This design comes from an exercise in tuning for small area, a short achievable clock period and few clock cycles per item on the open sky130 flow, not from production work. No run shown here included a check of the RTL's function; only the layout flow was run. Power figures rest on the tool's default switching activity, not on a simulated workload.

--- constraint.sdc ---
create_clock -name core_clock -period 8.5 [get_ports {clk}]
set_input_delay 1.7000 -clock core_clock [delete_from_list [all_inputs] [get_ports {clk}]]
set_output_delay 1.7000 -clock core_clock [all_outputs]
set_load 0.01 [all_outputs]
--- design.v ---
module ex_muldiv_hilo #(
   parameter int WIDTH      = 32,
   parameter int MUL_CYCLES = 1
) (
   input  logic             clk,
   input  logic             reset,
   input  logic             pipe2_valid_in,
   input  logic [2:0]       md_op,
   input  logic [WIDTH-1:0] vsrc1,
   input  logic [WIDTH-1:0] vsrc2,
   input  logic             pipe2_flush,
   input  logic             pipe3_allow_in,
   output logic             pipe2_allow_in,
   output logic             md_busy,
   output logic [WIDTH-1:0] hi,
   output logic [WIDTH-1:0] lo
);
   localparam logic [2:0] S_IDLE = 3'd0, S_MUL = 3'd1, S_DIVN = 3'd2, S_DIV = 3'd3,
                          S_FIN  = 3'd4, S_DONE = 3'd5;
   localparam logic [2:0] OP_MULT = 3'b001, OP_MULTU = 3'b010, OP_DIV = 3'b011,
                          OP_DIVU = 3'b100, OP_MTHI = 3'b101, OP_MTLO = 3'b110;
   logic [2:0]  state_q, state_d;
   logic [4:0]  cnt_q, cnt_d;
   logic [31:0] hi_q, hi_d, lo_q, lo_d;
   logic [63:0] s_q, s_d, c_q, c_d;       
   logic [31:0] opa_q, opb_q;             
   logic        negq_q, negr_q, div_q;
   logic        is_mul, is_div, long_op, op_signed;
   logic [1:0]  ctop;
   assign is_mul    = (md_op == OP_MULT) | (md_op == OP_MULTU);
   assign is_div    = (md_op == OP_DIV)  | (md_op == OP_DIVU);
   assign long_op   = pipe2_valid_in & (is_mul | is_div);
   assign op_signed = (md_op == OP_MULT) | (md_op == OP_DIV);
   function automatic logic uniform(input logic [31:0] v, input int lsb, input logic sg);
      logic u0, u1;
      u0 = 1'b1; u1 = 1'b1;
      for (int i = 0; i < 32; i++) if (i >= lsb) begin
         u0 = u0 & ~v[i];
         u1 = u1 & v[i];
      end
      uniform = u0 | (sg & u1);
   endfunction
   always_comb begin
      if (!uniform(vsrc2, 23, op_signed))      ctop = 2'd3;
      else if (!uniform(vsrc2, 15, op_signed)) ctop = 2'd2;
      else if (!uniform(vsrc2, 7, op_signed))  ctop = 2'd1;
      else                                     ctop = 2'd0;
   end
   function automatic void csa(input logic [63:0] x, input logic [63:0] y, input logic [63:0] z,
                               output logic [63:0] s, output logic [63:0] c);
      s = x ^ y ^ z;
      c = {((x & y) | (x & z) | (y & z)), 1'b0};
   endfunction
   logic [7:0]  chunk;
   logic [63:0] pp [8];
   logic [63:0] s1, c1, s2, c2, s3, c3, s4, c4, s5, c5, s6, c6, s7, c7, ms, mc;
   always_comb begin
      case (cnt_q[1:0])
         2'd0: chunk = opb_q[7:0];
         2'd1: chunk = opb_q[15:8];
         2'd2: chunk = opb_q[23:16];
         default: chunk = opb_q[31:24];
      endcase
      for (int i = 0; i < 8; i++) pp[i] = {32'd0, opa_q & {32{chunk[i]}}} << i;
      csa(pp[0], pp[1], pp[2], s1, c1);
      csa(pp[3], pp[4], pp[5], s2, c2);
      csa(pp[6], pp[7], {s_q[55:0], 8'd0}, s3, c3);
      csa(s1, c1, s2, s4, c4);
      csa(c2, s3, c3, s5, c5);
      csa(s4, c4, s5, s6, c6);
      csa(s6, c6, c5, s7, c7);
      csa(s7, c7, {c_q[55:0], 8'd0}, ms, mc);
   end
   logic [63:0] k, fs, fc, fin;
   logic [64:0] fsum;
   assign k = div_q ? {{32{negr_q}}, {32{negq_q}}} : {64{negq_q}};
   always_comb csa(s_q, c_q, k, fs, fc);
   assign fsum = {fs[63:32], ~div_q, fs[31:0]} + {fc[63:32], 1'b0, fc[31:0]};
   assign fin  = {fsum[64:33], fsum[31:0]} ^ k;
   function automatic logic [5:0] lzc(input logic [31:0] v);
      logic [5:0] n;
      n = 6'd32;
      for (int i = 0; i < 32; i++) if (v[i]) n = 6'(31 - i);
      lzc = n;
   endfunction
   logic [5:0]  clza, clzb;
   logic [4:0]  sh;
   logic        bzero, qzero;
   logic [63:0] w_norm;
   assign clza   = lzc(opa_q);
   assign clzb   = lzc(opb_q);
   assign bzero  = (opb_q == 32'd0);
   assign qzero  = (clza > clzb);
   assign sh     = 5'(6'd31 - clzb + clza);
   assign w_norm = {32'd0, opa_q} << sh;
   logic [32:0] rs, d;
   logic [63:0] w_step;
   assign rs     = {s_q[63:32], s_q[31]};
   assign d      = rs - {1'b0, opb_q};
   assign w_step = {(d[32] ? rs[31:0] : d[31:0]), s_q[30:0], ~d[32]};
   always_comb begin
      case (state_q)
         S_IDLE:  pipe2_allow_in = pipe2_flush | (pipe3_allow_in & ~long_op);
         S_DONE:  pipe2_allow_in = pipe2_flush | pipe3_allow_in;
         default: pipe2_allow_in = pipe2_flush;
      endcase
   end
   always_comb begin
      state_d = state_q; cnt_d = cnt_q;
      hi_d = hi_q; lo_d = lo_q;
      s_d  = s_q;
      c_d  = 64'd0;
      case (state_q)
         S_IDLE: begin
            s_d = 64'd0;
            cnt_d = {3'd0, ctop};
            if (pipe2_flush) begin
               state_d = S_IDLE;
            end else if (long_op) begin
               state_d = is_mul ? S_MUL : S_DIVN;
            end else if (pipe2_valid_in & pipe3_allow_in) begin
               if (md_op == OP_MTHI) hi_d = vsrc1;
               if (md_op == OP_MTLO) lo_d = vsrc1;
            end
         end
         S_MUL: begin
            s_d = ms;
            c_d = mc;
            cnt_d = cnt_q - 5'd1;
            if (pipe2_flush) state_d = S_IDLE;
            else if (cnt_q[1:0] == 2'd0) state_d = S_FIN;
         end
         S_DIVN: begin
            s_d = w_norm;
            cnt_d = 5'(clzb - clza);
            if (pipe2_flush) state_d = S_IDLE;
            else if (bzero | qzero) begin
               hi_d = vsrc1;
               lo_d = {32{bzero}};
               state_d = S_DONE;
            end else state_d = S_DIV;
         end
         S_DIV: begin
            s_d = w_step;
            cnt_d = cnt_q - 5'd1;
            if (pipe2_flush) state_d = S_IDLE;
            else if (cnt_q == 5'd0) state_d = S_FIN;
         end
         S_FIN: begin
            if (pipe2_flush) state_d = S_IDLE;
            else begin
               hi_d = fin[63:32];
               lo_d = fin[31:0];
               state_d = S_DONE;
            end
         end
         default: begin
            if (pipe2_flush | pipe3_allow_in) state_d = S_IDLE;
         end
      endcase
   end
   always_ff @(posedge clk) begin
      if (reset) begin
         state_q <= S_IDLE;
         hi_q    <= '0;
         lo_q    <= '0;
      end else begin
         state_q <= state_d;
         hi_q    <= hi_d;
         lo_q    <= lo_d;
      end
   end
   always_ff @(posedge clk) begin
      cnt_q   <= cnt_d;
      s_q     <= s_d;
      c_q     <= c_d;
      opa_q   <= (op_signed & vsrc1[31]) ? -vsrc1 : vsrc1;
      opb_q   <= (op_signed & vsrc2[31]) ? -vsrc2 : vsrc2;
      negq_q  <= op_signed & (vsrc1[31] ^ vsrc2[31]);
      negr_q  <= op_signed & vsrc1[31];
      div_q   <= is_div;
   end
   assign md_busy = (state_q != S_IDLE);
   assign hi      = hi_q;
   assign lo      = lo_q;
endmodule
--- run.sh ---
#!/bin/bash
# synth_recipe.tcl (not shown) runs the flow's synth.tcl, then flattens the netlist and writes it again
# the make line also repeats each setting of config.mk as NAME=value (left out here)
make -C /OpenROAD-flow-scripts/flow DESIGN_CONFIG=/design/flow/config.mk WORK_HOME=/design/flow/orfs CLKGATE_MAP_FILE= SYNTH_SCRIPT=/design/flow/synth_recipe.tcl finish
--- config.mk ---
export PLATFORM = sky130hd
export DESIGN_NAME = ex_muldiv_hilo
export DESIGN_NICKNAME = ex_muldiv_hilo
export VERILOG_FILES = /design/flow/design.v
export SDC_FILE = /design/flow/constraint.sdc
export NUM_CORES = 4
export LEC_CHECK = 0
export CAP_MARGIN = 20
export CORE_MARGIN = 2
export CORE_UTILIZATION = 40
export SLEW_MARGIN = 20
==> summary.txt, run 1 <==
Clock tree
  • Post-CTS Resized: 0
  • CTS Sinks: 261
  • CTS Buffer Depth: 3
  • CTS tree: done
  • Cell chosen for the clock root: clkbuf_16
  • H-tree depth: 2
  • Latest clock arrival within the worst-skew pair: 0.57 ns
  • CTS Buf Count: 35
  • Setup bufs post-CTS: 0
  • CTS Hold Bufs: 0
  • Clock transition at path regs: 0.06 ns

Yosys
  • Async S/R FF share, synth: 0%
  • Synth Flop Type: dfxtp_1
  • EDFF count, synth: 69
  • Flops & latches, synth: 261
  • Synth warnings: 2
  • Post-Synthesis Net Count: 3980
  • Average cell area after synthesis: 8.438 um2
  • Cells after synthesis: 3440
  • Synth unique cells: 84
  • Cell area after synthesis: 29030 um2
  • Sequential-to-total area share from yosys stat: 20.38%

STA
  • Max Freq: 164.0 MHz
  • Endpoints failing setup: 0
  • RSZ-0062 raised after global routing: no
  • Clock Skews: 0.02077 ns
  • Max-slew headroom: 30.70%
  • Final Cycle Share: 71.73%
  • Fin. Hold Viols: 0
  • TNS Setup: 0 ns
  • Worst Tran Pin Value: 1.023 ns
  • Slew Limit Fails: 0
  • Final Critical Period: 6.097 ns

Final layout
  • Multi-input combinational cell area: 20930 um2
  • Reg area: 5921 um2
  • Fill cell count: 7192
  • Area grow syn2layout: 11.95%
  • N_diodes: 0
  • Layout cells sized above 1: 4.733%
  • Most common cell after layout, fill and taps aside: inv_1
  • Final nets: 3999
  • Most frequent cells in the layout: inv_1, nand2_1, fa_1
  • Design area: 32490 um2

Global routing
  • Global router's overall resource usage: 26.50%
  • M2 GR Usage: 44.23%
  • Initial antenna violation count: 1
  • Pin count of the biggest net entering global routing: 69
  • GRT busiest layer: met2
  • Grt total ovfl: 0
  • Routing usage on met1: 35.47%
  • Vias in the first global route: 25060
  • Met3 usage: 3.237%
  • First-pass GRT wire length: 152600 um

Place
  • DP Area: 31340 um2
  • DP HPWL: 79020 um
  • Routability congestion estimate: 0.9765
  • PortBufs: 137

Floorplan
  • Die width: 273.4 um
  • Number of top-level pins: 138
  • FP Rows: 98
  • Die area: 74740 um2
  • Core Area: 71610 um2
  • Vert. Die Dim: 273.4 um
  • Starting Density: 40.54%

Flow run
  • Max-Cap Viols: 0

Power
  • Power Total: 8.477 mW
  • P per Cell Area: 260.9 nW/um2
  • Lkg Pwr: 14.42 nW
  • IR drop worst, VDD: 144.5 uV

Worst setup path
  • Setup CP Type: reg2reg
  • CP arrival: 6.59 ns
  • Critical Path RT: 8.99 ns
  • Critical Path Start Type: flop
  • Critical path fanouts, max: 33
  • Crit end category: flop

Detailed routing
  • DRT Wirelength: 99550 um
  • Vias: 25210
  • Average wire per standard cell: 22.44 um
  • Initial drt markers: 2267
  • DR vias/cell: 5.683
  • DRT Pass-1 Iters: 8
  • Remaining antenna violation count: 0
  • DRC Markers: 0

Worst hold path
  • Hold crit path type: reg2reg

Status
  • Status: complete, no violations
==> registers in the layout, indices dropped and copies added, names as in the netlist <==
signal and count:
opa_q 32, hi_q 32, div_q 1, c_q 58
lo_q 32, state_q 3, negq_q 1, cnt_q 5
s_q 64, opb_q 32, negr_q 1
==> worst paths after layout <==
check	start	to	slack, ns	cells after the start
setup / recovery	opa_q[4]	hi_q[30]	2.40	24
hold / removal	hi_q[4]	hi_q[4]	0.49	2
setup reg to reg	opa_q[4]	hi_q[30]	2.40	24
hold reg to reg	hi_q[4]	hi_q[4]	0.49	2
==> report_power, final <==
part	switching [mW]	total, mW	internal [mW]	leakage (nW)
combinational	3.23	5.31	2.09	11.4
sequential	0.249	1.65	1.40	2.41
clock	0.629	1.51	0.882	0.569
total	4.10	8.48	4.37	14.4
==> cells in the mapped netlist (7+ instances only) <==
| cell type | instances | area [um2] |
|---|---|---|
| inv_1 | 420 | 1577 |
| nand2_1 | 342 | 1284 |
| fa_1 | 299 | 5986 |
| nor2_1 | 268 | 1006 |
| a21oi_1 | 216 | 1081 |
| dfxtp_1 | 192 | 3844 |
| clkbuf_1 | 179 | 671.9 |
| ha_1 | 169 | 2115 |
| and2_1 | 142 | 888.4 |
| xnor2_1 | 142 | 1244 |
| o21ai_0 | 117 | 585.6 |
| nor3_1 | 79 | 395.4 |
| xor2_1 | 73 | 639.4 |
| edfxtp_1 | 69 | 2072 |
| mux2i_1 | 64 | 640.6 |
| a21o_1 | 59 | 442.9 |
| and3_1 | 48 | 300.3 |
| nand3_1 | 47 | 235.2 |
| a221oi_1 | 34 | 297.8 |
| nand2b_1 | 30 | 187.7 |
| a311oi_1 | 27 | 236.5 |
| nor2b_1 | 27 | 168.9 |
| a22oi_1 | 26 | 195.2 |
| a31oi_1 | 25 | 156.4 |
| nor4_1 | 23 | 143.9 |
| o21ai_1 | 22 | 110.1 |
| o31ai_1 | 22 | 165.2 |
| o21a_1 | 21 | 157.7 |
| nand4_1 | 19 | 118.9 |
| o21bai_1 | 19 | 142.6 |
| a211oi_1 | 18 | 135.1 |
| o22ai_1 | 15 | 93.84 |
| o211ai_1 | 13 | 97.59 |
| o221ai_1 | 12 | 105.1 |
| or3_1 | 12 | 75.07 |
| a222oi_1 | 10 | 100.1 |
| buf_1 | 9 | 33.78 |
| mux2_2 | 8 | 90.09 |
| mux4_2 | 8 | 180.2 |
| a22o_1 | 7 | 61.31 |
| buf_2 | 7 | 35.03 |
==> area by class of cell <==
cell class / count / area share [%]
Multi-Input combinational cell: 2560 / 64.40
Timing Repair Buffer: 179 / 5.298
Sequential cell: 261 / 18.22
Clock buffer: 43 / 2.980
Tap cell: 950 / 3.658
Inverter: 422 / 4.875
Clock inverter: 21 / 0.5699
==> through the flow <==
step / utilization, % / instances / setup slack [ns] / hold slack, ns
finish: 45.38 / 4436 / 2.403 / 0.4858
CTS: 45.37 / 4436 / 2.494 / 0.4798
detailed placement: 43.76 / 4372 / 2.546 / 0.4715
global placement: 43.68 / 4370 / 2.609 / 0.4697
floorplan: - / 3440 / 2.709 / 0.4944
global route: 45.38 / 4436 / 1.906 / 0.4999
==> layer usage <==
layer | routed length [um] | vias to the layer above
met5 | 141 | -
met4 | 3570 | 7
met3 | 6635 | 172
met2 | 47430 | 972
met1 | 41770 | 12450
li1 | - | 11610
==> critical path: stages, from the launching register on <==
cell and delay [ns]:
dfxtp_1 0.45, nor2_1 0.23, o31ai_1 0.10, a211oi_1 0.41
nor3_1 0.09, nor3_1 0.26, nor3_1 0.08, nor3_1 0.16
o31ai_1 0.09, a211oi_1 0.28, nor3_1 0.11, o31ai_1 0.47
ha_1 0.28, nor2b_1 0.15, o21a_1 0.12, o21a_1 0.11
o21a_1 0.10, o21ai_0 0.07, a32oi_1 0.54, o211ai_1 0.27
a21oi_4 0.74, buf_4 0.44, nor2_1 0.07, a211o_1 0.26
a31oi_1 0.12
==> cells by family (layout without fill, tap and decap cells) <==
group                      count (synthesis)  count (layout)  share of synthesized area, %
muxes                                     80              80                         3.138
DFF                                      261             261                         20.38
and+or+nand+nor                         1068            1068                         17.37
buffers and inverters                    619             665                         8.061
AOI/OAI and AO/OA                        727             727                         16.55
xor gates and xnor gates                 217             217                         6.599
adders and majority gates                468             468                         27.91
==> run 2: changes to the inputs <==
--- a/design.v
+++ b/design.v
@@ -76,5 +76,7 @@
    assign k = div_q ? {{32{negr_q}}, {32{negq_q}}} : {64{negq_q}};
    always_comb csa(s_q, c_q, k, fs, fc);
-   assign fsum = {fs[63:32], ~div_q, fs[31:0]} + {fc[63:32], 1'b0, fc[31:0]};
+   ex_muldiv_hilo_add #(65) u_fadd (
+      .a({fs[63:32], ~div_q, fs[31:0]}), .b({fc[63:32], 1'b0, fc[31:0]}), .cin(1'b0),
+      .s(fsum), .cout());
    assign fin  = {fsum[64:33], fsum[31:0]} ^ k;
    function automatic logic [5:0] lzc(input logic [31:0] v);
@@ -95,8 +97,10 @@
    assign w_norm = {32'd0, opa_q} << sh;
    logic [32:0] rs, d;
+   logic        ge;
    logic [63:0] w_step;
    assign rs     = {s_q[63:32], s_q[31]};
-   assign d      = rs - {1'b0, opb_q};
-   assign w_step = {(d[32] ? rs[31:0] : d[31:0]), s_q[30:0], ~d[32]};
+   ex_muldiv_hilo_add #(33) u_dsub (
+      .a(rs), .b({1'b1, ~opb_q}), .cin(1'b1), .s(d), .cout(ge));
+   assign w_step = {(ge ? d[31:0] : rs[31:0]), s_q[30:0], ge};
    always_comb begin
       case (state_q)
@@ -148,4 +152,5 @@
          end
          S_FIN: begin
+            s_d = w_step;
             if (pipe2_flush) state_d = S_IDLE;
             else begin
@@ -156,4 +161,5 @@
          end
          default: begin
+            s_d = w_step;
             if (pipe2_flush | pipe3_allow_in) state_d = S_IDLE;
          end
@@ -185,2 +191,29 @@
    assign lo      = lo_q;
 endmodule
+module ex_muldiv_hilo_add #(parameter N = 33) (input [N-1:0] a, input [N-1:0] b, input cin, output [N-1:0] s, output cout);
+  localparam L = $clog2(N);
+  wire [N-1:0] g0 = a & b, p0 = a ^ b;
+  reg [N:0] c;
+  reg [N-1:0] G, P;
+  integer i, lvl;
+  always @* begin
+    G = g0; P = p0;
+    G[0] = g0[0] | (p0[0] & cin);
+    for (lvl = 0; lvl < L; lvl = lvl + 1)
+      for (i = 0; i < N; i = i + 1)
+        if (((i+1) % (2<<lvl)) == 0) begin
+          G[i] = G[i] | (P[i] & G[i-(1<<lvl)]);
+          P[i] = P[i] & P[i-(1<<lvl)];
+        end
+    for (lvl = L-2; lvl >= 0; lvl = lvl - 1)
+      for (i = 0; i < N; i = i + 1)
+        if (((i+1) % (2<<lvl)) == (1<<lvl) && (i+1) >= 3*(1<<lvl)) begin
+          G[i] = G[i] | (P[i] & G[i-(1<<lvl)]);
+          P[i] = P[i] & P[i-(1<<lvl)];
+        end
+    c[0] = cin;
+    for (i = 0; i < N; i = i + 1) c[i+1] = G[i];
+  end
+  assign s = p0 ^ c[N-1:0];
+  assign cout = c[N];
+endmodule
==> summary.txt, run 2 <==
Yosys
  • Synth cell count leaders: inv_1, fa_1, dfxtp_1
  • Top cells by area, synth: fa_1, dfxtp_1, ha_1, inv_1, and2_1
  • Area share of the largest cell type after synthesis: 24.83% (+4.2 points)
  • Flops & latches, synth: 261 (unchanged)
  • Synth Flop Type: dfxtp_1
  • Sequential-to-total area share from yosys stat: 19.07% (-1.3 points)
  • Post-Synthesis Net Count: 3698 (-7.1%)
  • Count leader, synth: inv_1
  • Async S/R FF share, synth: 0% (unchanged)
  • EDFF count, synth: 5 (-93%)
  • Synth unique cells: 83 (-1.2%)
  • Synth warnings: 4 (+2)
  • Average cell area after synthesis: 8.879 um2 (+5.2%)
  • Cell area after synthesis: 27660 um2 (-4.7%)
  • Top cell type by total area after synthesis: fa_1
  • Cells after synthesis: 3115 (-9.4%)

STA
  • Max Freq: 167.7 MHz (+2.3%)
  • Fin. Hold Viols: 0 (unchanged)
  • Clock Skews: 0.02614 ns (+0.005368 ns)
  • Endpoints failing setup: 0 (unchanged)
  • RSZ-0062 raised after global routing: no
  • Final Critical Period: 5.961 ns (-0.1358 ns)
  • Slew Limit Fails: 0 (unchanged)
  • TNS Setup: 0 ns (unchanged)
  • Min Hold Slack: 0.4596 ns (-0.02620 ns)
  • Final Cycle Share: 70.13% (-1.6 points)
  • Max-slew headroom: 26.68% (-4.0 points)
  • Setup ws final: 2.539 ns (+0.1358 ns)
  • Worst Tran Pin Value: 1.100 ns (+0.07644 ns)

Final layout
  • Largest registers: s_q: 64 flops, c_q: 58 flops
  • N_diodes: 0 (unchanged)
  • Layout cells sized above 1: 5.535% (+0.80 points)
  • Largest Register: s_q
  • Max FFs per register: 64 (unchanged)
  • Final nets: 3739 (-6.5%)
  • Most frequent cells in the layout: inv_1, fa_1, dfxtp_1
  • Most common cell after layout, fill and taps aside: inv_1
  • Area grow syn2layout: 12.35%
  • Fill cell count: 6676 (-7.2%)

Detailed routing
  • DR vias/cell: 5.618 (-1.1%)
  • DRT Wirelength: 93620 um (-6.0%)
  • Vias: 23100 (-8.4%)
  • DRT Pass-1 Iters: 8 (unchanged)
  • Remaining antenna violation count: 0 (unchanged)
  • Initial drt markers: 2272 (+0.22%)
  • Average wire per standard cell: 22.77 um (+1.5%)
  • DRC Markers: 0 (unchanged)

Clock tree
  • Cell chosen for the clock root: clkbuf_16
  • CTS Hold Bufs: 0 (unchanged)
  • CTS Buffer Depth: 3 (unchanged)
  • H-tree depth: 2 (unchanged)
  • CTS Buf Count: 34 (-2.9%)
  • CTS Sinks: 261 (unchanged)
  • Post-CTS Resized: 0 (unchanged)
  • Clock transition at path regs: 0.06 ns (about the same)
  • Latest clock arrival within the worst-skew pair: 0.54 ns (-0.03 ns)
  • CTS tree: done
  • Setup bufs post-CTS: 0 (unchanged)

Global routing
  • Pin count of the biggest net entering global routing: 74 (+7.2%)
  • Initial antenna violation count: 0 (-1)
  • First-pass GRT wire length: 142500 um (-6.6%)
  • Vias in the first global route: 22910 (-8.6%)
  • Grt total ovfl: 0 (unchanged)
  • Global router's overall resource usage: 26.36% (-0.14 points)

Worst hold path
  • Hold crit path type: reg2reg
  • Hold Startpoint: hi_q[14]

Power
  • IR drop worst, VDD: 162.0 uV (+12%)
  • P per Cell Area: 262.1 nW/um2 (+0.47%)
  • Lkg Pwr: 13.62 nW (-5.5%)

Worst setup path
  • Reg2reg path depth: 18 (-25%)
  • Setup CP Type: reg2reg
  • CP arrival: 6.33 ns (-0.26 ns)
  • FF-to-FF End: lo_q[10]
  • Crit path to: lo_q[10]
  • CP startpoint: opa_q[5]
  • Crit Reg-Reg Startpoint: opa_q[5]
  • Critical Path Start Type: flop
  • Slowest CP cell: a21oi_1
  • Crit path cell chain: nor2_1 > o31ai_1 > a211oi_1 > o31ai_1 > a211oi_1 > o31ai_1 > a211oi_1 > nor3_1 > o31ai_1 > ha_1 > nor2b_1 > o21a_1 > o21a_1 > o211ai_1 > a21oi_1 > o211a_4 > a21boi_4 > a211oi_1
  • Critical path fanouts, max: 33 (unchanged)
  • Critical Path RT: 8.87 ns (-0.12 ns)
  • R2R setup slack: 2.54 ns (+0.14 ns)
  • Crit end category: flop
  • Critical Path Max Stage Delay: 0.85 ns (+0.11 ns)

Floorplan
  • FP Rows: 96 (-2.0%)
  • Number of top-level pins: 138 (unchanged)
  • Starting Density: 40.33% (-0.21 points)
  • Core Area: 68590 um2 (-4.2%)
  • Die width: 267.0 um (-2.3%)
  • Vert. Die Dim: 267.0 um (-2.3%)
  • Die area: 71270 um2 (-4.6%)

Status
  • Status: complete, no violations

Flow run
  • Max-Cap Viols: 0 (unchanged)

Place
  • PortBufs: 137 (unchanged)
  • Routability congestion estimate: 0.9732 (-0.34%)
  • Worst slack, placed: 2.765 ns (+0.2194 ns)
  • DP HPWL: 73630 um (-6.8%)
-- run 2: changes by cell type after synthesis, moves of 45 or more --
cell / change
nand2_1: -96
dfxtp_1: +64
edfxtp_1: -64
a21oi_1: -60
nor2_1: -59
xnor2_1: -45
-- run 2: kinds of logic after synthesis --
logic type,count (synthesis),share of synthesized area [%]
buffers and inverters,599,8.414
XOR/XNOR,183,5.822
AND/OR/NAND/NOR,854,15.08
adder cells (fa/ha/maj),511,32.43
flip-flops,261,19.07
AO/OA/AOI/OAI,632,15.58
multiplexers,75,3.601
-- run 2: worst min-delay path by stage --
| stage | end | slack, ns | cells past startpoint |
|---|---|---|---|
| final | hi_q[14] | 0.46 | 2 |
| after global routing | hi_q[20] | 0.48 | 2 |
| after CTS | hi_q[14] | 0.46 | 2 |
| after detailed placement | hi_q[14] | 0.45 | 2 |
| after global placement | hi_q[14] | 0.45 | 2 |
| after floorplan | s_q[6] | 0.45 | 2 |
-- run 2: worst max-delay path, delay by kind of cell (launching register included) --
family / cells / cell delay (ns)
and+or+nand+nor: 3 / 0.54
DFF: 1 / 0.52
AOI/OAI and AO/OA: 14 / 4.43
adders and majority gates: 1 / 0.26
-- run 2: cell type report --
class / count / area, um2 / share of cell area (%)
clock buffer: 49 / 1008 / 3.245
clock inverter: 11 / 96.34 / 0.3100
inverter: 414 / 1554 / 5.001
multi-input combinational: 2255 / 20170 / 64.92
sequential: 261 / 5279 / 16.99
tap: 931 / 1165 / 3.749
timing repair buffer: 190 / 1797 / 5.782
-- run 2: where the power goes --
part | switching [mW] | internal [mW] | leakage [nW]
registers | 0.196 | 1.34 | 2.15
clock network | 0.591 | 0.856 | 0.545
logic | 3.08 | 2.09 | 10.9
-- run 2: routing by layer --
metal / GRT usage [%] / routed length [um] / vias up / share of wire (%)
met5: 0 / 0 / - / 0
met4: 8.867 / 3220 / 0 / 3.4
met3: 6.744 / 9701 / 168 / 10
met2: 37.94 / 38510 / 1068 / 41
met1: 38.17 / 42180 / 11340 / 45
li1: - / - / 10520 / -
-- run 2: metrics by stage --
stage                     cell area [um2]  power [mW]  util [%]  cells
after floorplan                     27660       4.772         -   3115
after global placement              29910       6.536     43.61   4048
after detailed placement            29950       6.633     43.67   4050
after CTS                           31050       8.115     45.28   4110
after global routing                31070       8.811     45.31   4111
final                               31070       8.145     45.31   4111
==> run 3: changes to the inputs <==
--- a/config.mk
+++ b/config.mk
@@ -9,3 +9,4 @@
 export CORE_MARGIN = 2
 export CORE_UTILIZATION = 40
+export SETUP_SLACK_MARGIN = 4
 export SLEW_MARGIN = 20
==> summary.txt, run 3 <==
Global routing
  • Pin count of the biggest net entering global routing: 72 (-2.7%)
  • Grt total ovfl: 0 (unchanged)
  • Initial antenna violation count: 2 (+2)
  • Vias in the first global route: 22980 (+0.27%)
  • Global router's overall resource usage: 27.04% (+0.69 points)
  • First-pass GRT wire length: 145900 um (+2.4%)

STA
  • TNS Setup: 0 ns (unchanged)
  • Fin. Hold Viols: 0 (unchanged)
  • Clock Skews: 0.04546 ns (+0.01933 ns)
  • Final Critical Period: 5.023 ns (-0.9380 ns)
  • Worst Tran Pin Value: 1.540 ns (+0.4401 ns)
  • Min Hold Slack: 0.4773 ns (+0.01772 ns)
  • RSZ-0062 raised after global routing: yes
  • Max-slew headroom: -2.854% (-30 points)
  • Max Freq: 199.1 MHz (+19%)
  • Endpoints failing setup: 0 (unchanged)
  • Slew Limit Fails: 9 (+9)
  • Final Cycle Share: 59.10% (-11 points)

Place
  • DP HPWL: 73140 um (-0.68%)
  • Routability congestion estimate: 0.9728 (about the same)
  • PortBufs: 137 (unchanged)

Detailed routing
  • DRC Markers: 0 (unchanged)
  • Average wire per standard cell: 23.62 um (+3.7%)
  • DRT Pass-1 Iters: 11 (+3)
  • Initial drt markers: 2624 (+15%)
  • Vias: 24290 (+5.2%)
  • DRT Wirelength: 100400 um (+7.3%)
  • DR vias/cell: 5.714 (+1.7%)
  • Remaining antenna violation count: 0 (unchanged)

Yosys
  • Area share of the largest cell type after synthesis: 24.83% (unchanged)
  • Cells after synthesis: 3115 (unchanged)
  • Flops & latches, synth: 261 (unchanged)
  • Synth cell count leaders: inv_1, fa_1, dfxtp_1
  • Synth warnings: 4 (unchanged)
  • Post-Synthesis Net Count: 3698 (unchanged)
  • Count leader, synth: inv_1
  • Sequential-to-total area share from yosys stat: 19.07% (unchanged)
  • Top cells by area, synth: fa_1, dfxtp_1, ha_1, inv_1, and2_1
  • EDFF count, synth: 5 (unchanged)
  • Top cell type by total area after synthesis: fa_1
  • Synth Flop Type: dfxtp_1
  • Async S/R FF share, synth: 0% (unchanged)
  • Synth unique cells: 83 (unchanged)
  • Average cell area after synthesis: 8.879 um2 (unchanged)
  • Cell area after synthesis: 27660 um2 (unchanged)

Final layout
  • Final nets: 3876 (+3.7%)
  • Most common cell after layout, fill and taps aside: inv_1
  • Final Core Density: 50.37% (+5.1 points)
  • Layout cells sized above 1: 19.12% (+14 points)
  • Max FFs per register: 64 (unchanged)
  • Area grow syn2layout: 24.90%
  • Most frequent cells in the layout: inv_1, fa_1, dfxtp_1
  • Fill cell count: 6312 (-5.5%)
  • Largest Register: s_q
  • Largest registers: s_q: 64 flops, c_q: 58 flops

Clock tree
  • CTS Hold Bufs: 0 (unchanged)
  • CTS Buffer Depth: 3 (unchanged)
  • Cell chosen for the clock root: clkbuf_16
  • CTS Sinks: 261 (unchanged)
  • Latest clock arrival within the worst-skew pair: 0.63 ns (+0.09 ns)
  • CTS tree: done
  • Clock transition at path regs: 0.07 ns (about the same)
  • CTS Buf Count: 30 (-12%)
  • H-tree depth: 1 (-1)

Flow run
  • Max-Cap Viols: 1 (+1)

Floorplan
  • Vert. Die Dim: 267.0 um (unchanged)
  • Starting Density: 40.33% (unchanged)
  • FP Rows: 96 (unchanged)
  • Core Area: 68590 um2 (unchanged)
  • Die area: 71270 um2 (unchanged)
  • Die width: 267.0 um (unchanged)
  • Number of top-level pins: 138 (unchanged)

Power
  • IR drop worst, VDD: 164.7 uV (+1.7%)
  • Lkg Pwr: 14.68 nW (+7.8%)
  • P per Cell Area: 265.9 nW/um2 (+1.5%)

Status
  • Status: finished with violations
  • Failed Checks: capacitance limit, slew limit

Worst setup path
  • Critical Path RT: 9.04 ns (+0.17 ns)
  • Crit-path leading delay family: adder cells
  • Slowest CP cell: a222oi_1
  • Critical Path Max Stage Delay: 0.54 ns (-0.31 ns)
  • Critical Path Most Common Cell: fa_1
  • Crit path cell chain: inv_2 > ha_4 > a222oi_1 > mux2i_4 > buf_12 > nand2_1 > fa_1 > fa_1 > inv_1 > fa_1 > inv_1 > fa_1 > fa_1 > o21ai_0 > a21oi_1 > a22oi_1
  • Critical path buffers and inverters: 4 (+4)
  • Crit end category: flop
  • Critical Path Start Type: flop
  • Setup CP Type: reg2reg
  • Critical path fanouts, max: 16 (-52%)
  • CP startpoint: cnt_q[0]
  • Crit Reg-Reg Startpoint: cnt_q[0]
  • CP arrival: 5.57 ns (-0.76 ns)

Worst hold path
  • Hold crit path type: reg2reg
  • Hold Startpoint: hi_q[14]
run 3: cell count changes in the layout (fill, tap and decap cells not counted), sizes merged, moves of 4 or more:
cell / before / now
buf: 54 / 179
bufinv: 1 / 5
clkbuf: 49 / 44
clkdlybuf4s50: 136 / 131
clkinv: 10 / 6
clkinvlp: 2 / 8
diode: 0 / 4
inv: 412 / 416
o211a: 4 / 9
run 3: per-layer routing:
layer	vias to the layer above	wire length (um)	GRT usage [%]	part of all wire [%]
met4	2	4144	8.214	4.1
met1	11960	43360	39.02	43
met3	245	10840	7.002	11
li1	10820	-	-	-
met5	-	13	0	0.013
met2	1265	42060	39.47	42
run 3: where the power goes:
part / switching [mW] / total [mW] / internal, mW
Combinational: 3.50 / 6.18 / 2.68
Clock: 0.617 / 1.46 / 0.845
Sequential: 0.208 / 1.55 / 1.34
Total: 4.32 / 9.19 / 4.86
run 3: per-stage QoR:
stage                     total power [mW]  area [um2]  worst slack, ns  std cells
after floorplan                      4.817       27970            3.233       3115
after global placement               6.626       30110            2.562       4043
after detailed placement             6.698       30120            2.584       4043
after CTS                            8.708       32840            3.530       4176
after global routing                 9.840       34540            3.275       4247
final                                9.186       34550            3.477       4251
run 3: final cells by class:
cell class	count	area, um2	share of cell area [%]
Sequential cell	261	5311	15.37
Clock buffer	35	809.5	2.343
Timing Repair Buffer	322	3411	9.873
Timing Repair inverter	1	7.507	0.02173
Antenna cell	4	10.01	0.02898
Tap cell	931	1165	3.372
Clock inverter	20	292.8	0.8475
Multi-Input combinational cell	2263	21980	63.62
Inverter	414	1562	4.520
run 3: worst register-to-register path, cell delays in order, from the launching register on:
cell	delay, ns
edfxtp_1	0.41
inv_2	0.08
ha_4	0.20
a222oi_1	0.54
mux2i_4	0.17
buf_12	0.20
nand2_1	0.11
fa_1	0.47
fa_1	0.51
inv_1	0.05
fa_1	0.52
inv_1	0.05
fa_1	0.49
fa_1	0.41
o21ai_0	0.44
a21oi_1	0.10
a22oi_1	0.20
run 3: path summary, 6_finish.rpt:
check | to | slack [ns] | depth (start not counted)
max | s_q[23] | 3.48 | 16
min | hi_q[14] | 0.48 | 2
max reg2reg | s_q[23] | 3.48 | 16
min reg2reg | hi_q[14] | 0.48 | 2
run 3: cell families after synthesis:
group	Yosys count	synth area share [%]
AOI/OAI and AO/OA	632	15.58
xor gates and xnor gates	183	5.822
adders and majority gates	511	32.43
buffers and inverters	599	8.414
DFF	261	19.07
muxes	75	3.601
and+or+nand+nor	854	15.08
run 3: timing repair:
action | in CTS | in global routing
hold endpoints to repair | 0 | 0
setup endpoints to repair | 158 | 158
buffers inserted | 66 | 58
gates cloned | 12 | 13
gates resized for setup | 222 | 231
pin swaps | 82 | 111
==> run 4: changes to the inputs <==
--- a/design.v
+++ b/design.v
@@ -86,14 +86,17 @@
       lzc = n;
    endfunction
-   logic [5:0]  clza, clzb;
-   logic [4:0]  sh;
-   logic        bzero, qzero;
+   logic        sga, sgb, bzero, qzero;
+   logic [5:0]  lza, lzb;
+   logic [6:0]  qe;                       
+   logic [4:0]  sh_q;
    logic [63:0] w_norm;
-   assign clza   = lzc(opa_q);
-   assign clzb   = lzc(opb_q);
-   assign bzero  = (opb_q == 32'd0);
-   assign qzero  = (clza > clzb);
-   assign sh     = 5'(6'd31 - clzb + clza);
-   assign w_norm = {32'd0, opa_q} << sh;
+   assign sga   = op_signed & vsrc1[31];
+   assign sgb   = op_signed & vsrc2[31];
+   assign lza   = lzc(vsrc1 ^ {32{sga}});
+   assign lzb   = (sgb & (vsrc2 == 32'hFFFFFFFF)) ? 6'd31 : lzc(vsrc2 ^ {32{sgb}});
+   assign bzero = (vsrc2 == 32'd0);
+   assign qe    = {1'b0, lzb} - {1'b0, lza} + {6'd0, sga};
+   assign qzero = qe[6];                  
+   assign w_norm = {32'd0, opa_q} << sh_q;
    logic [32:0] rs, d;
    logic        ge;
@@ -121,6 +124,13 @@
             if (pipe2_flush) begin
                state_d = S_IDLE;
+            end else if (long_op & is_mul) begin
+               state_d = S_MUL;
             end else if (long_op) begin
-               state_d = is_mul ? S_MUL : S_DIVN;
+               cnt_d = qe[4:0];
+               if (bzero | qzero) begin
+                  hi_d = vsrc1;
+                  lo_d = {32{bzero}};
+                  state_d = S_DONE;
+               end else state_d = S_DIVN;
             end else if (pipe2_valid_in & pipe3_allow_in) begin
                if (md_op == OP_MTHI) hi_d = vsrc1;
@@ -137,11 +147,6 @@
          S_DIVN: begin
             s_d = w_norm;
-            cnt_d = 5'(clzb - clza);
-            if (pipe2_flush) state_d = S_IDLE;
-            else if (bzero | qzero) begin
-               hi_d = vsrc1;
-               lo_d = {32{bzero}};
-               state_d = S_DONE;
-            end else state_d = S_DIV;
+            if (pipe2_flush) state_d = S_IDLE;
+            else state_d = S_DIV;
          end
          S_DIV: begin
@@ -186,4 +191,5 @@
       negr_q  <= op_signed & vsrc1[31];
       div_q   <= is_div;
+      sh_q    <= 5'd31 - qe[4:0];
    end
    assign md_busy = (state_q != S_IDLE);
==> summary.txt, run 4 <==
Status
  • Status: complete, no violations

Floorplan
  • Die width: 270.9 um (+1.5%)
  • FP Rows: 97 (+1.0%)
  • Die area: 73410 um2 (+3.0%)
  • Vert. Die Dim: 270.9 um (+1.5%)
  • Number of top-level pins: 138 (unchanged)
  • Core Area: 70270 um2 (+2.5%)
  • Starting Density: 40.56% (+0.23 points)

Worst hold path
  • Worst hold path depth: 2 (unchanged)
  • Hold crit path type: reg2reg
  • Hold Startpoint: hi_q[7]
  • Hold endpoint: hi_q[7]

Final layout
  • Non-Filler Instances: 4400 (+3.5%)
  • Area grow syn2layout: 21.43%
  • Largest Register: s_q
  • Fill cell count: 6659 (+5.5%)
  • Largest registers: s_q: 64 flops, c_q: 58 flops
  • Most common cell after layout, fill and taps aside: inv_1
  • Max FFs per register: 64 (unchanged)
  • Final nets: 4022 (+3.8%)
  • Most frequent cells in the layout: inv_1, fa_1, nand2_1
  • Layout cells sized above 1: 18.13% (-0.99 points)

Yosys
  • Largest family of logic cells by synthesized area: adder cells
  • Cells after synthesis: 3371 (+8.2%)
  • Count leader, synth: inv_1
  • EDFF count, synth: 5 (unchanged)
  • Sequential-to-total area share from yosys stat: 18.86% (-0.21 points)
  • Post-Synth Simple-Gate Area: 17.07% (+2.0 points)
  • Post-Synth Adder-Cell Area: 31.60% (-0.83 points)
  • Post-synthesis compound-gate area fraction: 14.93% (-0.65 points)
  • Synth unique cells: 80 (-3.6%)
  • Synth warnings: 4 (unchanged)
  • Async S/R FF share, synth: 0% (unchanged)
  • Area share of xor/xnor cells in the synthesized design: 5.500% (-0.32 points)
  • Average cell area after synthesis: 8.455 um2 (-4.8%)
  • Top cells by area, synth: fa_1, dfxtp_1, ha_1, inv_1, and2_1
  • Synth Flop Type: dfxtp_1
  • Top cell type by total area after synthesis: fa_1
  • Area share of the largest cell type after synthesis: 24.09% (-0.73 points)
  • Post-Synthesis Net Count: 3957 (+7.0%)
  • Post-synthesis mux area share: 3.270% (-0.33 points)
  • Flops & latches, synth: 266 (+1.9%)
  • Synth cell count leaders: inv_1, fa_1, nor2_1
  • Cell area after synthesis: 28500 um2 (+3.0%)

Global routing
  • Vias in the first global route: 24410 (+6.2%)
  • First-pass GRT wire length: 148400 um (+1.7%)
  • Pin count of the biggest net entering global routing: 82 (+14%)
  • Grt total ovfl: 0 (unchanged)
  • Global router's overall resource usage: 25.93% (-1.1 points)
  • Initial antenna violation count: 3 (+1)

Clock tree
  • CTS Buf Count: 31 (+3.3%)
  • CTS Sinks: 266 (+1.9%)
  • H-tree depth: 1 (unchanged)
  • CTS Buffer Depth: 3 (unchanged)
  • Latest clock arrival within the worst-skew pair: 0.61 ns (-0.02 ns)
  • Clock transition at path regs: 0.06 ns (about the same)
  • CTS tree: done
  • Cell chosen for the clock root: clkbuf_16
  • CTS Hold Bufs: 0 (unchanged)

Detailed routing
  • DRT Pass-1 Iters: 6 (-5)
  • Initial drt markers: 2303 (-12%)
  • Vias: 24770 (+2.0%)
  • DRT Wirelength: 100800 um (+0.37%)
  • DRC Markers: 0 (unchanged)
  • DR vias/cell: 5.629 (-1.5%)
  • Average wire per standard cell: 22.91 um (-3.0%)
  • Remaining antenna violation count: 0 (unchanged)

Worst setup path
  • Critical path fanouts, max: 7 (-9)
  • Crit Reg-Reg Startpoint: div_q
  • Setup CP Type: in2reg
  • Crit end category: flop
  • Slowest CP cell: or4_1
  • FF-to-FF End: hi_q[30]
  • Critical Path Start Type: primary input
  • Critical Path Max Stage Delay: 0.48 ns (-0.06 ns)
  • Critical Path RT: 9.03 ns (about the same)
  • Reg2reg path depth: 23 (+7)
  • R2R setup slack: 2.38 ns (-1.10 ns)
  • CP arrival: 6.97 ns (+1.40 ns)

Power
  • P per Cell Area: 279.9 nW/um2 (+5.3%)
  • IR drop worst, VDD: 210.4 uV (+28%)
  • Lkg Pwr: 14.86 nW (+1.2%)

STA
  • Endpoints failing setup: 0 (unchanged)
  • Min Hold Slack: 0.5007 ns (+0.02339 ns)
  • RSZ-0062 raised after global routing: yes
  • TNS Setup: 0 ns (unchanged)
  • Max-slew headroom: 27.69% (+31 points)
  • Final Critical Period: 6.436 ns (+1.412 ns)
  • Clock Skews: 0.02975 ns (-0.01571 ns)
  • Final Cycle Share: 75.72% (+17 points)
  • Max Freq: 155.4 MHz (-22%)
  • Fin. Hold Viols: 0 (unchanged)
  • Slew Limit Fails: 0 (-9)
  • Worst Tran Pin Value: 1.080 ns (-0.4600 ns)

Place
  • Routability congestion estimate: 0.9659 (-0.71%)
  • Dpl cells: 4248 (+5.1%)
  • DP HPWL: 74670 um (+2.1%)
  • PortBufs: 137 (unchanged)

Flow run
  • Max-Cap Viols: 0 (-1)
==> run 4: cell count changes after synthesis, sizes merged, moves of 28 or more <==
cell,delta
a21oi,+29
a22oi,-41
a31oi,+28
and3,-30
clkbuf,+65
nor2,+103
==> run 4: layer usage <==
metal  part of all wire, %  vias to the layer above  wire length (um)  global-route usage (%)
met4                   3.7                        0              3766                   8.607
met5                     0                        -                 0                       0
li1                      -                    11230                 -                       -
met1                    42                    12450             42490                   34.88
met3                   6.2                      194              6275                   2.867
met2                    48                      887             48250                   43.36
==> run 4: logic make-up after synthesis <==
group                    Yosys count
flip-flops                       266
adder cells (fa/ha/maj)          514
multiplexers                      71
AO/OA/AOI/OAI                    660
AND/OR/NAND/NOR                 1018
XOR/XNOR                         179
buffers and inverters            663
==> run 4: final cells by class <==
cell class	count	area [um2]	area share, %
inverter	420	1595	4.609
clock buffer	41	874.6	2.527
timing repair buffer	273	3100	8.958
clock inverter	15	163.9	0.4736
antenna	1	2.502	0.007230
sequential	266	5381	15.55
multi-input combinational	2444	22320	64.48
tap	940	1176	3.398
==> run 4: critical path, delay by kind of cell <==
kind                     cells  cell delay, ns
buffers and inverters        4            0.73
adder cells (fa/ha/maj)      3            0.88
AO/OA/AOI/OAI               14            2.03
AND/OR/NAND/NOR              7            1.61
==> run 4: per-stage QoR <==
stage               instance area [um2]  util (%)  setup WS (ns)  power [mW]
detailed placement                30760     43.78         0.4002       7.104
floorplan                         28820         -          1.801       5.169
global placement                  30760     43.78         0.5247       7.080
CTS                               32890     46.81          2.129       8.848
global route                      34610     49.25          1.786       10.43
finish                            34610     49.25          2.064       9.688
==> run 4: how the worst max path moves through the flow <==
stage | depth (start not counted) | slack, ns | end | start
floorplan | 27 | 1.80 | hi_q[31] | md_op[0]
CTS | 30 | 2.13 | hi_q[31] | md_op[2]
detailed placement | 29 | 0.40 | lo_q[0] | md_op[2]
finish | 28 | 2.06 | hi_q[31] | vsrc1[13]
global route | 29 | 1.79 | lo_q[21] | vsrc2[0]
global placement | 29 | 0.52 | lo_q[10] | md_op[2]
==> run 4: timing repair <==
item	in CTS	in global routing
endpoints found under the setup margin	163	153
gates resized for setup	203	347
gates cloned	5	13
pin swaps	52	168
endpoints found under the hold margin	0	0
setup buffers	41	36
==> run 4: power by group <==
group / leakage (nW) / switching (mW) / total [mW] / internal (mW)
Clock: 0.504 / 0.578 / 1.39 / 0.810
Sequential: 2.19 / 0.244 / 1.66 / 1.41
Combinational: 12.2 / 3.75 / 6.64 / 2.89
==> run 5: changes to the inputs <==
--- a/design.v
+++ b/design.v
@@ -52,18 +52,12 @@
       c = {((x & y) | (x & z) | (y & z)), 1'b0};
    endfunction
-   logic [7:0]  chunk;
+   logic [7:0]  chunk_q, chunk_d;
    logic [63:0] pp [8];
    logic [63:0] s1, c1, s2, c2, s3, c3, s4, c4, s5, c5, s6, c6, s7, c7, ms, mc;
    always_comb begin
-      case (cnt_q[1:0])
-         2'd0: chunk = opb_q[7:0];
-         2'd1: chunk = opb_q[15:8];
-         2'd2: chunk = opb_q[23:16];
-         default: chunk = opb_q[31:24];
-      endcase
-      for (int i = 0; i < 8; i++) pp[i] = {32'd0, opa_q & {32{chunk[i]}}} << i;
+      for (int i = 0; i < 8; i++) pp[i] = {32'd0, opa_q & {32{chunk_q[i]}}} << i;
       csa(pp[0], pp[1], pp[2], s1, c1);
       csa(pp[3], pp[4], pp[5], s2, c2);
-      csa(pp[6], pp[7], {s_q[55:0], 8'd0}, s3, c3);
+      csa(pp[6], pp[7], {s_q[55:0], 8'hFF}, s3, c3);
       csa(s1, c1, s2, s4, c4);
       csa(c2, s3, c3, s5, c5);
@@ -72,12 +66,22 @@
       csa(s7, c7, {c_q[55:0], 8'd0}, ms, mc);
    end
-   logic [63:0] k, fs, fc, fin;
+   function automatic logic [7:0] pick(input logic [31:0] v, input logic [1:0] i);
+      case (i)
+         2'd0: pick = v[7:0];
+         2'd1: pick = v[15:8];
+         2'd2: pick = v[23:16];
+         default: pick = v[31:24];
+      endcase
+   endfunction
+   assign chunk_d = (state_q == S_IDLE) ? pick((op_signed & vsrc2[31]) ? -vsrc2 : vsrc2, ctop)
+                                        : pick(opb_q, cnt_q[1:0] - 2'd1);
+   logic [63:0] kdiv, fmask, fin;
    logic [64:0] fsum;
-   assign k = div_q ? {{32{negr_q}}, {32{negq_q}}} : {64{negq_q}};
-   always_comb csa(s_q, c_q, k, fs, fc);
+   assign kdiv  = {{32{negr_q}}, {32{negq_q}}};
+   assign fmask = div_q ? kdiv : {64{negq_q}};
    ex_muldiv_hilo_add #(65) u_fadd (
-      .a({fs[63:32], ~div_q, fs[31:0]}), .b({fc[63:32], 1'b0, fc[31:0]}), .cin(1'b0),
-      .s(fsum), .cout());
-   assign fin  = {fsum[64:33], fsum[31:0]} ^ k;
+      .a({s_q[63:32], ~div_q, s_q[31:0]}), .b({c_q[63:32], 1'b0, c_q[31:0]}),
+      .cin(~div_q & ~negq_q), .s(fsum), .cout());
+   assign fin = {fsum[64:33], fsum[31:0]} ^ fmask;
    function automatic logic [5:0] lzc(input logic [31:0] v);
       logic [5:0] n;
@@ -120,5 +124,5 @@
       case (state_q)
          S_IDLE: begin
-            s_d = 64'd0;
+            s_d = '1;
             cnt_d = {3'd0, ctop};
             if (pipe2_flush) begin
@@ -147,4 +151,5 @@
          S_DIVN: begin
             s_d = w_norm;
+            c_d = kdiv;
             if (pipe2_flush) state_d = S_IDLE;
             else state_d = S_DIV;
@@ -152,4 +157,5 @@
          S_DIV: begin
             s_d = w_step;
+            c_d = kdiv;
             cnt_d = cnt_q - 5'd1;
             if (pipe2_flush) state_d = S_IDLE;
@@ -184,4 +190,5 @@
    always_ff @(posedge clk) begin
       cnt_q   <= cnt_d;
+      chunk_q <= chunk_d;
       s_q     <= s_d;
       c_q     <= c_d;
==> summary.txt, run 5 <==
Worst setup path
  • Critical Path Most Common Cell: o21ai_1
  • Critical path fanouts, max: 8 (+1)
  • FF-to-FF End: hi_q[22]
  • Crit-path leading delay family: compound AO/OA/AOI/OAI gates
  • Slowest CP cell: fa_2
  • Critical path buffers and inverters: 4 (unchanged)
  • Crit Reg-Reg Startpoint: negq_q
  • Critical Path Start Type: primary input
  • Critical Path RT: 8.89 ns (-0.14 ns)
  • Reg2reg path depth: 22 (-4.3%)
  • Critical Path Max Stage Delay: 0.40 ns (-0.08 ns)
  • R2R setup slack: 3.10 ns (+0.72 ns)
  • CP arrival: 6.70 ns (-0.27 ns)
  • Setup CP Type: in2reg
  • Crit end category: flop

STA
  • Clock Skews: 0.01637 ns (-0.01338 ns)
  • TNS Setup: 0 ns (unchanged)
  • Worst Tran Pin Value: 1.139 ns (+0.05913 ns)
  • RSZ-0062 raised after global routing: yes
  • Final Critical Period: 6.306 ns (-0.1300 ns)
  • Slew Limit Fails: 0 (unchanged)
  • Fin. Hold Viols: 0 (unchanged)
  • Max Freq: 158.6 MHz (+2.1%)
  • Max-slew headroom: 23.50% (-4.2 points)
  • Final Cycle Share: 74.19% (-1.5 points)
  • Endpoints failing setup: 0 (unchanged)

Global routing
  • Grt total ovfl: 0 (unchanged)
  • Global router's overall resource usage: 26.59% (+0.66 points)
  • Vias in the first global route: 25170 (+3.1%)
  • First-pass GRT wire length: 150800 um (+1.6%)
  • Pin count of the biggest net entering global routing: 81 (-1.2%)
  • Initial antenna violation count: 3 (unchanged)

Power
  • Power Total: 11.66 mW (+20%)
  • IR drop worst, VDD: 254.0 uV (+21%)
  • P per Cell Area: 350.6 nW/um2 (+25%)
  • Lkg Pwr: 15.15 nW (+1.9%)

Clock tree
  • CTS Hold Bufs: 0 (unchanged)
  • CTS tree: done
  • CTS Sinks: 278 (+4.5%)
  • CTS Buffer Depth: 3 (unchanged)
  • Cell chosen for the clock root: clkbuf_16
  • H-tree depth: 2 (+1)
  • Clock transition at path regs: 0.06 ns (about the same)
  • Latest clock arrival within the worst-skew pair: 0.55 ns (-0.06 ns)
  • CTS Buf Count: 35 (+13%)

Detailed routing
  • DRT Pass-1 Iters: 6 (unchanged)
  • DR vias/cell: 5.667 (+0.68%)
  • Average wire per standard cell: 22.38 um (-2.3%)
  • DRT Wirelength: 98620 um (-2.2%)
  • Remaining antenna violation count: 0 (unchanged)
  • Initial drt markers: 2120 (-7.9%)
  • Vias: 24970 (+0.82%)
  • DRC Markers: 0 (unchanged)

Yosys
  • Average cell area after synthesis: 8.348 um2 (-1.3%)
  • Synth warnings: 4 (unchanged)
  • Post-Synthesis Net Count: 3905 (-1.3%)
  • Top cell type by total area after synthesis: fa_1
  • Post-Synth Simple-Gate Area: 16.50% (-0.57 points)
  • Cell area after synthesis: 28360 um2 (-0.51%)
  • Async S/R FF share, synth: 0% (unchanged)
  • Area share of the largest cell type after synthesis: 20.90% (-3.2 points)
  • Top cells by area, synth: fa_1, dfxtp_1, ha_1, inv_1, nand2_1
  • Count leader, synth: inv_1
  • Post-Synth Adder-Cell Area: 27.07% (-4.5 points)
  • Synth unique cells: 84 (+5.0%)
  • EDFF count, synth: 5 (unchanged)
  • Post-synthesis compound-gate area fraction: 17.45% (+2.5 points)
  • Largest family of logic cells by synthesized area: adder cells
  • Synth Flop Type: dfxtp_1
  • Sequential-to-total area share from yosys stat: 19.80% (+0.94 points)
  • Post-synthesis mux area share: 3.936% (+0.67 points)
  • Synth cell count leaders: inv_1, nand2_1, fa_1
  • Flops & latches, synth: 278 (+4.5%)
  • Area share of xor/xnor cells in the synthesized design: 5.590% (+0.090 points)
  • Cells after synthesis: 3397 (+0.77%)

Flow run
  • Max-Cap Viols: 0 (unchanged)

Final layout
  • Max FFs per register: 64 (unchanged)
  • Most common cell after layout, fill and taps aside: inv_1
  • Largest registers: s_q: 64 flops, c_q: 62 flops
  • Multi-input combinational cell area: 20720 um2 (-7.1%)
  • Fill cell count: 6907 (+3.7%)
  • Layout cells sized above 1: 12.07% (-6.1 points)
  • Final nets: 3947 (-1.9%)
  • Most frequent cells in the layout: inv_1, nand2_1, fa_1
  • Reg area: 5642 um2 (+4.8%)
  • Largest Register: s_q
  • Area grow syn2layout: 17.29%

Place
  • DP HPWL: 75480 um (+1.1%)
  • Routability congestion estimate: 0.9753 (+0.97%)
  • PortBufs: 137 (unchanged)

Worst hold path
  • Hold Startpoint: hi_q[8]
  • Hold crit path type: reg2reg
  • Worst hold path depth: 2 (unchanged)
  • Hold endpoint: hi_q[8]

Floorplan
  • Die width: 270.3 um (-0.25%)
  • Vert. Die Dim: 270.3 um (-0.25%)
  • Core Area: 70150 um2 (-0.17%)
  • Number of top-level pins: 138 (unchanged)
  • FP Rows: 97 (unchanged)
  • Die area: 73040 um2 (-0.50%)
  • Starting Density: 40.42% (-0.14 points)

Status
  • Status: complete, no violations
-- run 5: changes by cell type in the layout (fill, tap and decap cells not counted), moves of 32 or more --
cell / change
inv_1: +101
nor2_1: -88
nand2_1: +71
inv_2: -55
fa_2: -46
a21oi_1: +44
nor2_4: -37
a21o_1: +36
nand3_1: +35
and2_4: -32
-- run 5: final cells by class --
type,instances,share of cell area (%)
Antenna cell,2,0.01505
Clock buffer,49,3.194
Clock inverter,13,0.7486
Inverter,465,5.270
Multi-Input combinational cell,2408,62.30
Sequential cell,278,16.96
Tap cell,940,3.536
Timing Repair Buffer,251,7.972
-- run 5: power breakdown --
part / total (mW) / switching [mW] / leakage (nW) / internal [mW]
logic: 8.16 / 4.78 / 12.2 / 3.38
registers: 1.79 / 0.318 / 2.30 / 1.47
clock network: 1.71 / 0.627 / 0.638 / 1.08
total: 11.7 / 5.72 / 15.1 / 5.94
-- run 5: tightest hold or removal path: stages (launching register included) --
cell	delay (ns)
dfxtp_1	0.32
nand2_2	0.06
a21oi_2	0.04
-- run 5: cells by family after synthesis --
family | count (synthesis)
adder cells (fa/ha/maj) | 436
AND/OR/NAND/NOR | 969
multiplexers | 90
XOR/XNOR | 181
flip-flops | 278
AO/OA/AOI/OAI | 731
buffers and inverters | 712
-- run 5: metal layers --
layer  up-vias  routed length, um  track usage, %
met5         -                 14               0
met4         2               4083           10.57
met3       209               7512           5.201
met2       952              46250           43.32
met1     12430              40750           34.65
li1      11370                  -               -
-- run 5: worst max path at each step --
stage | startpoint | endpoint | slack [ns] | depth (start not counted)
6_report | md_op[2] | lo_q[30] | 2.19 | 27
5_1_grt | md_op[0] | lo_q[30] | 1.93 | 30
4_1_cts | md_op[2] | hi_q[31] | 2.42 | 32
3_5_place_dp | md_op[0] | hi_q[31] | 0.77 | 31
3_3_place_gp | md_op[0] | hi_q[31] | 0.87 | 31
2_1_floorplan | md_op[0] | lo_q[29] | 2.61 | 31
-- run 5: what timing repair did --
action | in CTS | in global routing
buffers inserted | 43 | 14
setup endpoints to repair | 85 | 82
resized for setup | 273 | 97
pin swaps | 58 | 56
gates cloned | 10 | 4
-- run 5: metrics by stage --
stage                     instance area [um2]  worst slack, ns  utilization (%)  std cells  hold slack, ns
after floorplan                         28470            2.612                -       3397          0.4762
after global placement                  30330           0.8663            43.24       4271          0.4462
after detailed placement                30330           0.7701            43.24       4271          0.4525
after CTS                               32740            2.420            46.67       4386          0.4620
after global routing                    33250            1.931            47.40       4404          0.4794
final                                   33260            2.194            47.41       4406          0.4646
==> run 6: changes to the inputs <==
--- a/design.v
+++ b/design.v
@@ -94,4 +94,5 @@
    logic [6:0]  qe;                       
    logic [4:0]  sh_q;
+   logic        qz_q, bz_q;
    logic [63:0] w_norm;
    assign sga   = op_signed & vsrc1[31];
@@ -132,9 +133,5 @@
             end else if (long_op) begin
                cnt_d = qe[4:0];
-               if (bzero | qzero) begin
-                  hi_d = vsrc1;
-                  lo_d = {32{bzero}};
-                  state_d = S_DONE;
-               end else state_d = S_DIVN;
+               state_d = S_DIVN;
             end else if (pipe2_valid_in & pipe3_allow_in) begin
                if (md_op == OP_MTHI) hi_d = vsrc1;
@@ -153,5 +150,9 @@
             c_d = kdiv;
             if (pipe2_flush) state_d = S_IDLE;
-            else state_d = S_DIV;
+            else if (qz_q) begin
+               hi_d = vsrc1;
+               lo_d = {32{bz_q}};
+               state_d = S_DONE;
+            end else state_d = S_DIV;
          end
          S_DIV: begin
@@ -199,4 +200,6 @@
       div_q   <= is_div;
       sh_q    <= 5'd31 - qe[4:0];
+      qz_q    <= bzero | qzero;
+      bz_q    <= bzero;
    end
    assign md_busy = (state_q != S_IDLE);
==> summary.txt, run 6 <==
Status
  • Status: complete, no violations

Worst setup path
  • Setup CP Type: in2reg
  • FF-to-FF End: hi_q[13]
  • Critical Path RT: 8.80 ns (-0.09 ns)
  • R2R setup slack: 3.94 ns (+0.84 ns)
  • Critical Path Start Type: primary input
  • Reg2reg path depth: 22 (unchanged)
  • Crit end category: flop
  • Critical path fanouts, max: 12 (+4)
  • Crit Reg-Reg Startpoint: div_q
  • CP arrival: 5.50 ns (-1.20 ns)

Power
  • Power Total: 10.63 mW (-8.9%)
  • Pint: 5.431 mW (-8.5%)
  • P per Cell Area: 330.2 nW/um2 (-5.8%)
  • IR drop worst, VDD: 227.0 uV (-11%)
  • Lkg Pwr: 14.71 nW (-2.9%)
  • Comb pwr share: 69.2% (-0.8 points)
  • Part of the power in registers: 16.1% (+0.8 points)
  • Net Sw Power: 5.195 mW (-9.2%)
  • Switching Share: 48.89% (-0.19 points)
  • Clk network pwr share: 14.7% (about the same)

STA
  • Worst Tran Pin Value: 1.120 ns (-0.01942 ns)
  • Final Critical Period: 5.199 ns (-1.107 ns)
  • Endpoints failing setup: 0 (unchanged)
  • Clock Skews: 0.03410 ns (+0.01773 ns)
  • Max-slew headroom: 25.08% (+1.6 points)
  • Max Freq: 192.4 MHz (+21%)
  • Fin. Hold Viols: 0 (unchanged)
  • Slew Limit Fails: 0 (unchanged)
  • RSZ-0062 raised after global routing: yes
  • Final Cycle Share: 61.16% (-13 points)
  • Min Hold Slack: 0.4614 ns (-0.003216 ns)
  • TNS Setup: 0 ns (unchanged)

Yosys
  • Post-Synthesis Net Count: 3773 (-3.4%)
  • Synth warnings: 4 (unchanged)
  • Cell area after synthesis: 27810 um2 (-1.9%)
  • Top cells by area, synth: fa_1, dfxtp_1, ha_1, inv_1, nand2_1
  • Flops & latches, synth: 280 (+0.72%)
  • Synth Flop Type: dfxtp_1
  • Synth unique cells: 82 (-2.4%)
  • EDFF count, synth: 5 (unchanged)
  • Top cell type by total area after synthesis: fa_1
  • Sequential-to-total area share from yosys stat: 20.33% (+0.53 points)
  • Async S/R FF share, synth: 0% (unchanged)
  • Synth cell count leaders: inv_1, nand2_1, fa_1
  • Count leader, synth: inv_1
  • Cells after synthesis: 3265 (-3.9%)
  • Area share of the largest cell type after synthesis: 21.31% (+0.41 points)
  • Average cell area after synthesis: 8.519 um2 (+2.0%)

Clock tree
  • H-tree depth: 2 (unchanged)
  • Clock transition at path regs: 0.06 ns (about the same)
  • CTS Buf Count: 34 (-2.9%)
  • CTS Sinks: 280 (+0.72%)
  • CTS tree: done
  • CTS Buffer Depth: 3 (unchanged)
  • Cell chosen for the clock root: clkbuf_16
  • Latest clock arrival within the worst-skew pair: 0.57 ns (+0.02 ns)

Floorplan
  • Die area: 71660 um2 (-1.9%)
  • Number of top-level pins: 138 (unchanged)
  • Vert. Die Dim: 267.7 um (-0.95%)
  • Core Area: 68710 um2 (-2.1%)
  • Die width: 267.7 um (-0.95%)
  • Starting Density: 40.48% (+0.057 points)
  • FP Rows: 96 (-1.0%)

Global routing
  • Met3 usage: 4.367% (-0.83 points)
  • First-pass GRT wire length: 148800 um (-1.3%)
  • Initial antenna violation count: 1 (-2)
  • Global router's overall resource usage: 27.33% (+0.74 points)
  • Vias in the first global route: 23610 (-6.2%)
  • Grt total ovfl: 0 (unchanged)
  • Pin count of the biggest net entering global routing: 71 (-12%)
  • Routing usage on met1: 37.43% (+2.8 points)
  • M2 GR Usage: 43.51% (+0.19 points)
  • GRT busiest layer: met2

Worst hold path
  • Worst hold path depth: 2 (unchanged)
  • Hold Startpoint: hi_q[14]
  • Hold endpoint: hi_q[14]
  • Hold crit path type: reg2reg

Final layout
  • Final nets: 3804 (-3.6%)
  • Layout cells sized above 1: 11.78% (-0.29 points)
  • Final Core Density: 46.83% (-0.58 points)
  • Most common cell after layout, fill and taps aside: inv_1
  • N_diodes: 0 (-2)
  • Non-Filler Instances: 4251 (-3.5%)
  • Area grow syn2layout: 15.69%
  • Largest registers: s_q: 64 flops, c_q: 62 flops
  • Largest Register: s_q
  • Max FFs per register: 64 (unchanged)
  • Most frequent cells in the layout: inv_1, nand2_1, fa_1

Place
  • Routability congestion estimate: 0.9576 (-1.8%)
  • PortBufs: 137 (unchanged)
  • DP HPWL: 74990 um (-0.66%)
  • Dpl cells: 4132 (-3.3%)

Detailed routing
  • Average wire per standard cell: 22.87 um (+2.2%)
  • DR vias/cell: 5.679 (+0.21%)
  • Vias: 24140 (-3.3%)
  • DRC Markers: 0 (unchanged)
  • DRT Wirelength: 97240 um (-1.4%)
  • Remaining antenna violation count: 0 (unchanged)
  • DRT Pass-1 Iters: 7 (+1)
  • Initial drt markers: 2371 (+12%)

Flow run
  • Max-Cap Viols: 0 (unchanged)
## run 6: cell types whose count changed after synthesis, sizes merged, moves of 9 or more
cell    previous run  this run
o221ai            28         9
nor2b             27        18
nand2            352       313
a21o              95        81
o21ai            120        94
a21oi            204       139
nand3             73        37
nor3              43       101
a221oi            33        78
or3               15        27
and2             163       144
a311oi            29        12
clkbuf           200       212
buf               47        28
## run 6: per-stage QoR
step | instance area, um2 | setup slack [ns]
floorplan | 27900 | 3.128
global placement | 29820 | 1.565
detailed placement | 29840 | 1.553
CTS | 31590 | 3.425
global route | 32180 | 3.163
finish | 32180 | 3.301
## run 6: what timing repair did
| action | CTS | global route |
|---|---|---|
| hold buffers | 0 | 0 |
| cloned | 4 | 0 |
| gates resized for setup | 201 | 109 |
| endpoints found under the setup margin | 80 | 57 |
| buffers inserted | 34 | 21 |
| pin swaps | 56 | 65 |
## run 6: worst max path at each step
stage	start	endpoint	slack [ns]
2_1_floorplan	md_op[0]	cnt_q[4]	3.13
3_3_place_gp	vsrc1[31]	qz_q	1.57
3_5_place_dp	md_op[0]	cnt_q[4]	1.55
4_1_cts	vsrc1[31]	qz_q	3.43
5_1_grt	vsrc1[31]	cnt_q[4]	3.16
6_report	vsrc1[31]	cnt_q[4]	3.30
## run 6: kinds of logic after synthesis
family                     count (synthesis)  share of synthesized area [%]
and+or+nand+nor                          923                          15.89
muxes                                    102                          4.796
DFF                                      280                          20.33
AOI/OAI and AO/OA                        639                          16.06
xor gates and xnor gates                 181                          5.700
adders and majority gates                436                          27.60
buffers and inverters                    704                          9.609
## run 6: metal layers
metal	up-vias	share of wire, %	routed length, um
li1	10930	-	-
met1	11900	42	41020
met4	0	4.2	4123
met2	1105	45	44230
met5	-	0	0
met3	213	8.1	7868
## run 6: area by class of cell
type / count / area (um2)
clock inverter: 15 / 214.0
sequential: 280 / 5672
tap: 931 / 1165
timing repair inverter: 2 / 17.52
inverter: 464 / 1755
clock buffer: 45 / 933.4
fill: 6764 / 36530
multi-input combinational: 2283 / 20310
timing repair buffer: 231 / 2106
## run 6: power groups by stage
stage | clock (mW) | combinational (mW) | sequential [mW]
6_report | 1.56 | 7.36 | 1.71
5_1_grt | 1.62 | 8.18 | 1.72
4_1_cts | 1.58 | 7.13 | 1.70
3_5_place_dp | 0 | 6.88 | 1.73
3_3_place_gp | 0 | 6.87 | 1.73
2_1_floorplan | 0 | 4.49 | 1.63
## run 6: critical path, stage by stage
cell and delay (ns):
buf_12 0.13, nand3b_4 0.17, inv_12 0.05, or4_4 0.40
a32o_2 0.32, a311oi_2 0.26, nor2_1 0.07, o211ai_1 0.24
a31oi_1 0.11, nand2b_1 0.17, a32o_2 0.29, a211oi_2 0.21
a21oi_1 0.07, ha_1 0.32, inv_2 0.04, fa_2 0.34
nor2b_2 0.12, o21ai_1 0.06, nand2b_1 0.09, buf_4 0.12
xnor2_2 0.11, o22ai_1 0.10

==> separate check: timing with driven ports <==
No port has a modelled driver above. Below, the same layouts with a new extraction and two added sets of constraints.
Step 1 (the two cells are an assumption about what drives the block):
set clk [get_ports {clk}]
set_driving_cell -lib_cell sky130_fd_sc_hd__clkbuf_16 $clk
set_driving_cell -lib_cell sky130_fd_sc_hd__buf_2 [delete_from_list [all_inputs] $clk]
Step 2, shift: input delay + t, output delay - t, t = (earliest + latest rising clock arrival at the registers) / 2. This alone moves slack from input paths to output paths.
Three values: no drivers, after step 1, after step 2; two values: the first two.
run | t (ns) | setup WS [ns] | worst setup path at the end
run 1 | 0.619 | 2.403 / 2.403 / 2.403 | register to register
run 2 | 0.587 | 2.539 / 2.539 / 2.539 | register to register
run 3 | 0.668 | 3.477 / 3.477 / 3.477 | register to register
run 4 | 0.660 | 2.064 / 2.087 / 1.427 | input to register
run 5 | 0.599 | 2.194 / 2.202 / 1.603 | input to register
run 6 | 0.610 | 3.301 / 3.308 / 2.698 | input to register
For run 4, which loses most, drivers alone change the setup slack by +0.023 ns; drivers and shift together by -0.637 ns.
